Background: an optimization exercise with open tools, aiming at small area, a short achievable clock period and few clock cycles per item. Do not read the settings as production practice.
The RTL was checked by simulation tests, not by an equivalence proof against the original design.
No activity file was given, so power comes from the tool's default toggle rates.

==> flow/config.mk <==
export PLATFORM = sky130hd
export DESIGN_NAME = pixel_histogram
export DESIGN_NICKNAME = pixel_histogram
export VERILOG_FILES = /design/flow/design.v
export SDC_FILE = /design/flow/constraint.sdc
export NUM_CORES = 4
export LEC_CHECK = 0
export CAP_MARGIN = 20
export CORE_MARGIN = 2
export CORE_UTILIZATION = 65
export CTS_CLUSTER_DIAMETER = 80
export CTS_CLUSTER_SIZE = 25
export SETUP_SLACK_MARGIN = 3.4
export SLEW_MARGIN = 20
==> flow/constraint.sdc <==
create_clock -name core_clock -period 6.0 [get_ports {clk}]
set_input_delay 1.2000 -clock core_clock [delete_from_list [all_inputs] [get_ports {clk}]]
set_output_delay 1.2000 -clock core_clock [all_outputs]
set_load 0.01 [all_outputs]
==> flow/design.v <==
module pixel_histogram #(
    parameter int CNT_W = 16,
    parameter int TOT_W = 24
) (
    input  logic             clk,
    input  logic             rst_n,
    input  logic             start,
    input  logic             in_valid,
    input  logic [7:0]       inbyte,
    input  logic             frame_end,
    output logic             in_ready,
    output logic             out_valid,
    input  logic             out_ready,
    output logic [7:0]       out_bin,
    output logic [CNT_W-1:0] out_count,
    output logic [TOT_W-1:0] pixel_total,
    output logic             busy,
    output logic             done
);
    logic             busy_q, idle_q, ir_q, dmp_q, done_q;
    logic [8:0]       dcnt_q;
    logic             ov_q;
    logic [7:0]       ob_q, obn_q;    
    logic [CNT_W-1:0] oc_q;
    logic [TOT_W-1:0] tot_q;
    logic start_take, take, fe_take, stall, xfer, last, issue;
    assign start_take = start && idle_q;
    assign take       = ir_q && in_valid;
    assign fe_take    = ir_q && frame_end;
    assign stall      = ov_q && !out_ready;
    assign xfer       = ov_q && out_ready;
    assign last       = xfer && (obn_q == 8'h00);
    assign issue      = dmp_q && !dcnt_q[8] && !stall;
    logic             a_v, a_d;
    logic [7:0]       a_addr;
    logic [15:0]      a_hi, a_lo, a_lon;
    logic             b_v, b_d, f1_q, f2_q;
    logic [7:0]       b_addr;
    logic [3:0][CNT_W-1:0] part_q;
    logic             c_v;
    logic [7:0]       c_addr;
    logic [CNT_W-1:0] c_val;
    logic             d_v;
    logic [7:0]       d_addr;
    logic [CNT_W-1:0] d_val;
    logic [255:0][CNT_W-1:0] mem;
    logic [7:0] ad;
    assign ad = issue ? dcnt_q[7:0] : inbyte;
    always_ff @(posedge clk) begin
        a_addr <= ad;
        for (int i = 0; i < 16; i++) begin
            a_hi[i] <= (ad[7:4] == i[3:0]);
            a_lo[i]  <= (ad[3:0] == i[3:0]);
            a_lon[i] <= (ad[3:0] != i[3:0]);
        end
    end
    logic [3:0][CNT_W-1:0] part_d;
    always_comb begin
        for (int g = 0; g < 4; g++) begin
            part_d[g] = '0;
            for (int h = 0; h < 4; h++) begin
                logic [CNT_W-1:0] row;
                row = '0;
                for (int l = 0; l < 16; l++) begin
                    if (g < 2) row = row | (mem[(4*g+h)*16+l] & {CNT_W{a_lo[l]}});
                    else       row = row | (mem[(4*g+h)*16+l] & {CNT_W{!a_lon[l]}});
                end
                part_d[g] = part_d[g] | (row & {CNT_W{a_hi[4*g+h]}});
            end
        end
    end
    always_ff @(posedge clk) begin
        part_q <= part_d;
        b_addr <= a_addr;
        f1_q   <= b_v && (a_addr == b_addr);
        f2_q   <= c_v && (a_addr == c_addr);
    end
    function automatic logic [CNT_W-1:0] sat_inc(input logic [CNT_W-1:0] v);
        sat_inc = (&v) ? v : v + 1'b1;
    endfunction
    logic [CNT_W-1:0] rd, cur, nxt;
    assign rd  = part_q[0] | part_q[1] | part_q[2] | part_q[3];
    assign cur = f1_q ? c_val : (f2_q ? d_val : rd);
    assign nxt = f1_q ? sat_inc(c_val) : (f2_q ? sat_inc(d_val) : sat_inc(rd));
    logic [CNT_W-1:0] w_val;
    always_ff @(posedge clk) begin
        c_addr <= b_addr;
        c_val  <= nxt;
        w_val  <= b_v ? nxt : '0;
        d_addr <= c_addr;
        d_val  <= c_val;
    end
    logic [15:0] w_hi, w_lo;
    always_ff @(posedge clk) begin
        for (int i = 0; i < 16; i++) begin
            w_hi[i] <= idle_q || (b_v && (b_addr[7:4] == i[3:0]));
            w_lo[i] <= idle_q || (b_v && (b_addr[3:0] == i[3:0]));
        end
    end
    for (genvar w = 0; w < 256; w++) begin : g_word
        always_ff @(posedge clk) begin
            if (w_hi[w/16] && w_lo[w%16]) mem[w] <= w_val;
        end
    end
    always_ff @(posedge clk or negedge rst_n) begin
        if (!rst_n) begin
            busy_q <= 1'b0;
            idle_q <= 1'b1;
            ir_q   <= 1'b0;
            dmp_q  <= 1'b0;
            done_q <= 1'b0;
            dcnt_q <= 9'd0;
            a_v    <= 1'b0;
            a_d    <= 1'b0;
            b_v    <= 1'b0;
            b_d    <= 1'b0;
            c_v    <= 1'b0;
            d_v    <= 1'b0;
            ov_q   <= 1'b0;
            ob_q   <= 8'd0;
            obn_q  <= 8'd1;
            oc_q   <= '0;
            tot_q  <= '0;
        end else begin
            done_q <= last;
            if (start_take) begin
                busy_q <= 1'b1;
                idle_q <= 1'b0;
                ir_q   <= 1'b1;
            end
            if (fe_take) begin
                ir_q   <= 1'b0;
                dmp_q  <= 1'b1;
                dcnt_q <= 9'd0;
            end else if (stall) begin
                dcnt_q <= {(obn_q == 8'h00), obn_q};
            end else if (issue) begin
                dcnt_q <= dcnt_q + 9'd1;
            end
            if (last) begin
                busy_q <= 1'b0;
                idle_q <= 1'b1;
                dmp_q  <= 1'b0;
            end
            a_v <= take;
            a_d <= issue;
            b_v <= a_v;
            b_d <= a_d && !stall;
            c_v <= b_v;
            d_v <= c_v;
            if (!stall) begin
                ov_q <= b_d;
                if (b_d) oc_q <= cur;
            end
            if (xfer) begin
                ob_q  <= obn_q;
                obn_q <= obn_q + 8'd1;
            end
            if (start_take) tot_q <= '0;
            else if (a_v && !(&tot_q)) tot_q <= tot_q + 1'b1;
        end
    end
    assign in_ready    = ir_q;
    assign out_valid   = ov_q;
    assign out_bin     = ob_q;
    assign out_count   = oc_q;
    assign pixel_total = tot_q;
    assign busy        = busy_q;
    assign done        = done_q;
endmodule
==> flow/run.sh <==
#!/bin/bash
# synth_recipe.tcl (not shown) runs the flow's synth.tcl, then flattens the netlist and writes it again
# the make line also repeats each setting of config.mk as NAME=value (left out here)
make -C /OpenROAD-flow-scripts/flow DESIGN_CONFIG=/design/flow/config.mk WORK_HOME=/design/flow/orfs CLKGATE_MAP_FILE= SYNTH_SCRIPT=/design/flow/synth_recipe.tcl finish
==> reports/results.tsv, run 1 <==
metric	value	unit
post-place-ws	2.039	ns
core.rowCount	181	
synth_xor_area_share	0.3378	%
syn_nets	8552	
crit_path_end_kind	output pin	
synth_most_common_cell	edfxtp_1	
worstSetupPathType	reg -> out	
synth_cell_types	75	
gp_congestion	0.9015	
clock_power_share	25.0	%
synth_fa_ha_area_share	0.05538	%
drt-total-wl	480100	um
clkSlewWorstSetupHoldPaths	0.10	ns
p_total	63780	uW
ff2ff_setup_slack	3.29	ns
switchingPower	19000	uW
skew	0.03088	ns
rsz0062_at_grt	yes	
io_pins	66	
hold_class	in -> async	
synthFlopType	edfxtp_1	
avgSynthCellArea	18.54	um^2
worstMarginPinSlew	1.333	ns
combPwrFrac	18.2	%
powerDensity	373.7	nW/um^2
ys_ff_latch	4390	
r2r_cells	1	
largest_register_ffs	4096	
ctsHoldBuffers	0	
cap_violations	0	
maxSlewViolCount	0	
min_period	2.776	ns
fmax	360.2	MHz
clockBufferDepth	3	
arrival	1.58	ns
failed_checks	antenna rules	
crit_buf_inv	1	
synth_area_leaders	edfxtp_1, a22o_1, a221oi_1	
pwr-share-seq	56.8	%
ys_warn_count	1	
setup_tns	0	ns
via_count	90480	
routedWlPerCell	40.08	um
coreArea	242500	um^2
r2r-end	mem[3180]$_DFFE_PP_	
ant_nets	1	
internal_power	44790	uW
synth_top_family_by_area	compound AO/OA/AOI/OAI gates	
finalWorstSetupSlack	3.224	ns
async_flop_share	1.731	%
crit_family	flip-flops	
reg_top3	mem x4096, part_q x64, tot_q x24	
ir_drop	0.3455	mV
die_y	497.3	um
cts_sinks	4390	
crit_chain	buf_6	
outcome	failed layout checks	
path_max_fanout	2	
seq_area_frac_synth	81.73	%
fp.dieW	497.3	um
synth_edf_count	4096	
postSynthCellCount	8531	
hold_viol	0	
setup-violations-final	0	
gr-total-overflow	0	
drt-initial-drc-count	15510	
period_share	46.27	%
cp.required	4.80	ns
slew-limit-headroom	11.14	%
yosysTopAreaCell	edfxtp_1	
dp_hpwl	247800	um
yosys.area_share.simple	3.717	%
drive_gt1_share	9.605	%
dr.pass1.iters	6	
netlist_area	158200	um^2
area_growth	7.909	%
cts_tree	done	
antenna_found_initial	33	
timing.rr.start	w_lo[6]$_DFF_P_	
synth-compound-area-share	12.54	%
cpMaxStageDelayCell	dfrtp_2	
grt_pass1_vias	85040	
regMostFlops	mem	
io_buffers	65	
initial_core_util	65.21	%
drt_drc_violations_left	0	
track_usage	37.81	%
start_kind	flip-flop	
p_leak	0.05638	uW
muxShareOfSynthArea	0.1487	%
grt_max_degree	193	
clk_latency	0.92	ns
synthTopCellsByCount	edfxtp_1, a22o_1, a221oi_1, clkbuf_1, a22oi_1	
nets	8543	
switching_share	29.78	%
vias_per_cell	7.554	
grt_pass1_wl	655900	um
synth_top_area_share	77.77	%
cpPeakStageDelay	0.51	ns
cts_root_buffer	clkbuf_16	
dieArea	247300	um^2
cts_buffers	197	
htreeDepth	4	
[layout make-up]
| type | count | area (um^2) |
|---|---|---|
| inverter | 51 | 307.8 |
| fill | 15130 | 71880 |
| antenna | 82 | 205.2 |
| multi-input combinational | 3532 | 26900 |
| clock inverter | 22 | 284.0 |
| tap | 3202 | 4006 |
| clock buffer | 348 | 5729 |
| timing repair buffer | 350 | 3780 |
| sequential | 4390 | 129500 |
[placed cells by master, fill, tap and decap left out, types with 39 or more instances in the layout]
| cell type | n |
|---|---|
| buf_4 | 201 |
| clkbuf_1 | 139 |
| a221oi_1 | 861 |
| nor2_1 | 83 |
| dfrtp_1 | 46 |
| clkbuf_16 | 213 |
| diode_2 | 82 |
| dfxtp_1 | 161 |
| and2_2 | 76 |
| a22o_1 | 866 |
| nand2_1 | 138 |
| edfxtp_1 | 4096 |
| and2_1 | 194 |
| buf_12 | 39 |
| a22oi_1 | 379 |
| nand3_1 | 167 |
| nand4_1 | 245 |
| buf_6 | 43 |
| o21ai_0 | 114 |
[power by group through the flow]
stage / clock network [uW] / registers, uW / logic, uW
CTS: 15900 / 36200 / 10900
global placement: 0 / 36900 / 10400
floorplan: 0 / 35800 / 6010
detailed placement: 0 / 37000 / 10500
finish: 15900 / 36200 / 11600
global route: 16900 / 36300 / 12000
[cell families (layout without fill, tap and decap cells)]
kind of cell	after synthesis	count (layout)
flip-flops	4390	4390
AO/OA/AOI/OAI	2399	2399
AND/OR/NAND/NOR	1043	1043
buffers and inverters	609	771
XOR/XNOR	61	61
multiplexers	22	22
adder cells (fa/ha/maj)	7	7
other	0	82
[how the worst max path moves through the flow]
stage	end	depth (start not counted)	start	slack (ns)
after floorplan	mem[0]$_DFFE_PP_	0	w_val[0]$_SDFF_PN0_	3.52
after CTS	out_count[0]	1	oc_q[0]$_DFFE_PN0P_	3.19
after detailed placement	a_hi[13]$_DFF_P_	7	out_ready	2.04
after global placement	a_hi[15]$_DFF_P_	7	out_ready	2.08
final	out_count[13]	1	oc_q[13]$_DFFE_PN0P_	3.22
after global routing	out_count[0]	1	oc_q[0]$_DFFE_PN0P_	3.19
[metal layers]
| layer | share of wire [%] | track usage, % | wire [um] | up-vias |
|---|---|---|---|---|
| met3 | 13 | 8.436 | 63960 | 918 |
| li1 | - | - | - | 35910 |
| met2 | 46 | 58.05 | 222300 | 6780 |
| met1 | 36 | 53.98 | 174500 | 46850 |
| met4 | 4.0 | 14.21 | 19260 | 18 |
| met5 | 0.025 | 0 | 120 | - |
[metrics by stage]
stage	util, %	hold WS [ns]	cell area, um^2	instances
6_report	70.37	0.3906	170700	11980
5_1_grt	70.29	0.4047	170500	11910
4_1_cts	69.94	0.3715	169600	11870
3_5_place_dp	67.27	0.3870	163200	11470
3_3_place_gp	67.18	0.3853	162900	11460
2_1_floorplan	-	0.3290	158200	8531
[repair_timing]
| action | 4_1_cts | 5_1_grt |
|---|---|---|
| pin swaps | 5 | 18 |
| setup endpoints to repair | 203 | 143 |
| buffers inserted | 27 | 17 |
| gates resized for setup | 327 | 55 |
| cloned | 2 | 6 |
| hold endpoints to repair | 0 | 0 |
Testbench counts, summed over its fixed seeds: cycles 84,147, pixels 63,825.
==> run 2: changes to the inputs <==
--- a/flow/design.v
+++ b/flow/design.v
@@ -92,7 +92,9 @@
     end
-    logic [15:0] w_hi, w_lo;
+    logic [15:0] w_hi, w_lo, w_hin, w_lon;
     always_ff @(posedge clk) begin
         for (int i = 0; i < 16; i++) begin
-            w_hi[i] <= idle_q || (b_v && (b_addr[7:4] == i[3:0]));
-            w_lo[i] <= idle_q || (b_v && (b_addr[3:0] == i[3:0]));
+            w_hi[i]  <= idle_q || (b_v && (b_addr[7:4] == i[3:0]));
+            w_lo[i]  <= idle_q || (b_v && (b_addr[3:0] == i[3:0]));
+            w_hin[i] <= !idle_q && !(b_v && (b_addr[7:4] == i[3:0]));
+            w_lon[i] <= !idle_q && !(b_v && (b_addr[3:0] == i[3:0]));
         end
@@ -101,3 +103,4 @@
         always_ff @(posedge clk) begin
-            if (w_hi[w/16] && w_lo[w%16]) mem[w] <= w_val;
+            if ((w % 16 < 8 ? w_hi[w/16] : !w_hin[w/16]) &&
+                (w / 16 < 8 ? w_lo[w%16] : !w_lon[w%16])) mem[w] <= w_val;
         end
--- a/flow/config.mk
+++ b/flow/config.mk
@@ -9,6 +9,6 @@
 export CORE_MARGIN = 2
-export CORE_UTILIZATION = 65
+export CORE_UTILIZATION = 60
 export CTS_CLUSTER_DIAMETER = 80
 export CTS_CLUSTER_SIZE = 25
-export SETUP_SLACK_MARGIN = 3.4
+export SETUP_SLACK_MARGIN = 3.5
 export SLEW_MARGIN = 20
==> run 2 against run 1 <==
Compared with the run above: the run now finishes clean; first-iteration DRC count increased by 3.2%; hold slack got worse by 0.11 ns; sequential share of layout area decreased by 1.8 points; global-route usage increased by 0.31 points; register-to-register slack improved by 0.08 ns; combinational power increased by about 20%; via count increased by 2.9%; count of clock-buffer cells in the layout decreased by 19; utilization decreased by 3.4 points; cell count increased by 5.1%; non-clock buffer count increased by 250; area after synthesis increased by 0.29%.
==> reports/results.tsv, run 2 <==
metric	value	unit	change
cp.required	4.80	ns	about the same
crit_path_end_kind	output pin		unchanged
io_pins	66		unchanged
arrival	1.57	ns	was 1.58 ns
drt-total-wl	526600	um	was 480100 um
cts_sinks	4422		was 4390
synth_top_area_share	77.54	%	was 77.77%
antenna_found_initial	37		was 33
postSynthCellCount	8611		was 8531
hold_viol	0		unchanged
worstMarginPinSlew	1.181	ns	was 1.333 ns
switchingPower	20470	uW	was 19000 uW
drt_drc_violations_left	0		unchanged
cpPeakStageDelay	0.49	ns	was 0.51 ns
clkSlewWorstSetupHoldPaths	0.10	ns	about the same
gp_congestion	0.8969		was 0.9015
synth_edf_count	4096		unchanged
combPwrFrac	21.0	%	was 18.2%
reg_top3	mem x4096, part_q x64, tot_q x24		unchanged
cts_root_buffer	clkbuf_16		unchanged
synthTopCellsByCount	edfxtp_1, a22o_1, a221oi_1, a22oi_1, clkbuf_1		was edfxtp_1, a22o_1, a221oi_1, clkbuf_1, a22oi_1
path_max_fanout	2		unchanged
track_usage	38.12	%	was 37.81%
setup-violations-final	0		unchanged
synth_cell_types	67		was 75
start_kind	flip-flop		unchanged
fmax	361.3	MHz	was 360.2 MHz
synth_area_leaders	edfxtp_1, a22o_1, a221oi_1		unchanged
regMostFlops	mem		unchanged
pwr-share-seq	54.8	%	was 56.8%
core.rowCount	188		was 181
period_share	46.14	%	was 46.27%
p_leak	0.05829	uW	was 0.05638 uW
ys_ff_latch	4422		was 4390
drive_gt1_share	14.33	%	was 9.605%
final_cell_mix	edfxtp_1, a22o_1, a221oi_1		unchanged
grt_max_degree	193		unchanged
syn_nets	8632		was 8552
finish.instance_area	175800	um^2	was 170700 um^2
largest_register_ffs	4096		unchanged
worstSetupPathType	reg -> out		unchanged
grt_pass1_vias	85790		was 85040
async_flop_share	1.719	%	was 1.731%
synthFlopType	edfxtp_1		unchanged
vias_per_cell	7.399		was 7.554
wirelength_met1	196500	um	was 174500 um
cap_violations	0		unchanged
ys_warn_count	1		unchanged
initial_core_util	60.37	%	was 65.21%
fp.dieW	518.2	um	was 497.3 um
gr-total-overflow	0		unchanged
crit_family	flip-flops		unchanged
netlist_area	158600	um^2	was 158200 um^2
slew-limit-headroom	21.26	%	was 11.14%
ant_nets	0		was 1
switching_share	30.94	%	was 29.78%
ctsHoldBuffers	0		unchanged
routedWlPerCell	41.85	um	was 40.08 um
internal_power	45690	uW	was 44790 uW
setup_tns	0	ns	unchanged
skew	0.03502	ns	was 0.03088 ns
hold_slack	0.2789	ns	was 0.3906 ns
mostFrequentLayoutCell	edfxtp_1		unchanged
cts_buffers	199		was 197
area_growth	10.85	%	was 7.909%
hold_class	in -> async		unchanged
maxSlewViolCount	0		unchanged
synth_most_common_cell	edfxtp_1		unchanged
dp_hpwl	260400	um	was 247800 um
powerDensity	376.3	nW/um^2	was 373.7 nW/um^2
maxUsedRoutingLayer	met5		unchanged
coreArea	262700	um^2	was 242500 um^2
crit_chain	buf_6		unchanged
yosysTopAreaCell	edfxtp_1		unchanged
clock_power_share	24.1	%	was 25.0%
cts_tree	done		unchanged
die_y	518.2	um	was 497.3 um
dieArea	268500	um^2	was 247300 um^2
outcome	complete, no violations		was failed layout checks
seq_area_frac_synth	81.90	%	was 81.73%
detailed_place.area	165400	um^2	was 163200 um^2
via_count	93100		was 90480
p_total	66170	uW	was 63780 uW
htreeDepth	4		unchanged
rsz0062_at_grt	yes		unchanged
met3_length	67610	um	was 63960 um
drt-initial-drc-count	16000		was 15510
min_period	2.768	ns	was 2.776 ns
grt_pass1_wl	705800	um	was 655900 um
cpMaxStageDelayCell	dfrtp_2		unchanged
clk_latency	0.94	ns	was 0.92 ns
ir_drop	0.4213	mV	was 0.3455 mV
dr.pass1.iters	6		unchanged
nets	8901		was 8543
io_buffers	65		unchanged
clockBufferDepth	3		unchanged
avgSynthCellArea	18.42	um^2	was 18.54 um^2
dr_wl_met2	239000	um	was 222300 um
crit_buf_inv	1		unchanged
## run 2: layout make-up
| type | instances | area [um^2] |
|---|---|---|
| Timing Repair Buffer | 600 | 6885 |
| Sequential cell | 4422 | 130100 |
| Multi-Input combinational cell | 3559 | 27700 |
| Antenna cell | 33 | 82.58 |
| Tap cell | 3515 | 4398 |
| Inverter | 88 | 599.3 |
| Fill cell | 17480 | 86910 |
| Timing Repair inverter | 10 | 90.09 |
| Clock inverter | 27 | 357.8 |
| Clock buffer | 329 | 5592 |
## run 2: what timing repair did
action | in CTS | in global routing
cloned | 43 | 16
pin swaps | 33 | 53
gates resized for setup | 512 | 80
buffers inserted | 73 | 65
endpoints found under the setup margin | 210 | 201
## run 2: cell families after synthesis
group / after synthesis / synth area share [%]
compound gates: 2377 / 12.41
xor+xnor: 58 / 0.3203
fa+ha+maj: 7 / 0.05521
buf+inv: 630 / 1.492
flops: 4422 / 81.90
mux: 19 / 0.1270
simple gates: 1098 / 3.700
## run 2: path summary, 6_finish.rpt
kind / startpoint / end / slack (ns) / depth (start not counted)
hold / removal: rst_n / oc_q[7]$_DFFE_PN0P_ / 0.28 / 1
hold reg to reg: c_val[6]$_DFF_P_ / d_val[6]$_DFF_P_ / 0.38 / 0
setup / recovery: oc_q[15]$_DFFE_PN0P_ / out_count[15] / 3.23 / 1
max in group asynchronous: rst_n / tot_q[4]$_DFFE_PN0P_ / 4.54 / 2
min in group core_clock: c_val[6]$_DFF_P_ / d_val[6]$_DFF_P_ / 0.38 / 0
setup reg to reg: a_lon[15]$_DFF_P_ / part_q[34]$_DFF_P_ / 3.37 / 8
## run 2: power by group through the flow
stage | registers [uW] | clock network (uW) | logic [uW]
CTS | 36300 | 16000 | 13000
global route | 36300 | 17000 | 14200
floorplan | 36100 | 0 | 6010
global placement | 37000 | 0 | 11200
detailed placement | 37100 | 0 | 11300
finish | 36300 | 16000 | 13900
## run 2: layer usage
layer	track usage (%)	vias up
met4	14.62	14
met5	0	-
met2	57.64	6708
met3	7.861	934
met1	55.32	48840
li1	-	36600
## run 2: per-stage QoR
step	utilization, %	cells	setup slack (ns)
2_1_floorplan	-	8611	3.518
3_3_place_gp	62.92	11990	1.992
3_5_place_dp	62.96	11990	1.975
4_1_cts	66.37	12470	3.195
5_1_grt	66.91	12570	3.216
6_report	66.92	12580	3.232
Testbench counts of run 2, summed over its fixed seeds: cycles 84,147, pixels 63,825.

==> static timing again, ports no longer ideal <==
In the flow no input, the clock included, has a driving cell. The finished layouts below were timed again as built, in two steps. Step 1: set_driving_cell puts a clkbuf_16 on clk and a buf_2 on each other input, an assumption about the parent block. Step 2 moves the port delays by t, midway between the first and last clock arrival at a register: inputs arrive t later, outputs are due t later. That takes back most of the time a late clock gives input paths. Slacks: ideal ports / drivers / drivers and shift; pairs: ideal ports / drivers.
run	t (ns)	setup slack, ns	latest minus earliest clock arrival (ns)	worst register clock-pin slew, ns	pins driven straight from the clock port
run 1	0.998	3.224 / 3.127 / 2.556	0.036 / 0.035	0.10 / 0.10	1
run 2	1.019	3.232 / 3.136 / 2.674	0.041 / 0.040	0.11 / 0.11	1
The setup slack of run 1, which loses most, moves by -0.097 ns with the drivers and by -0.668 ns with both steps.
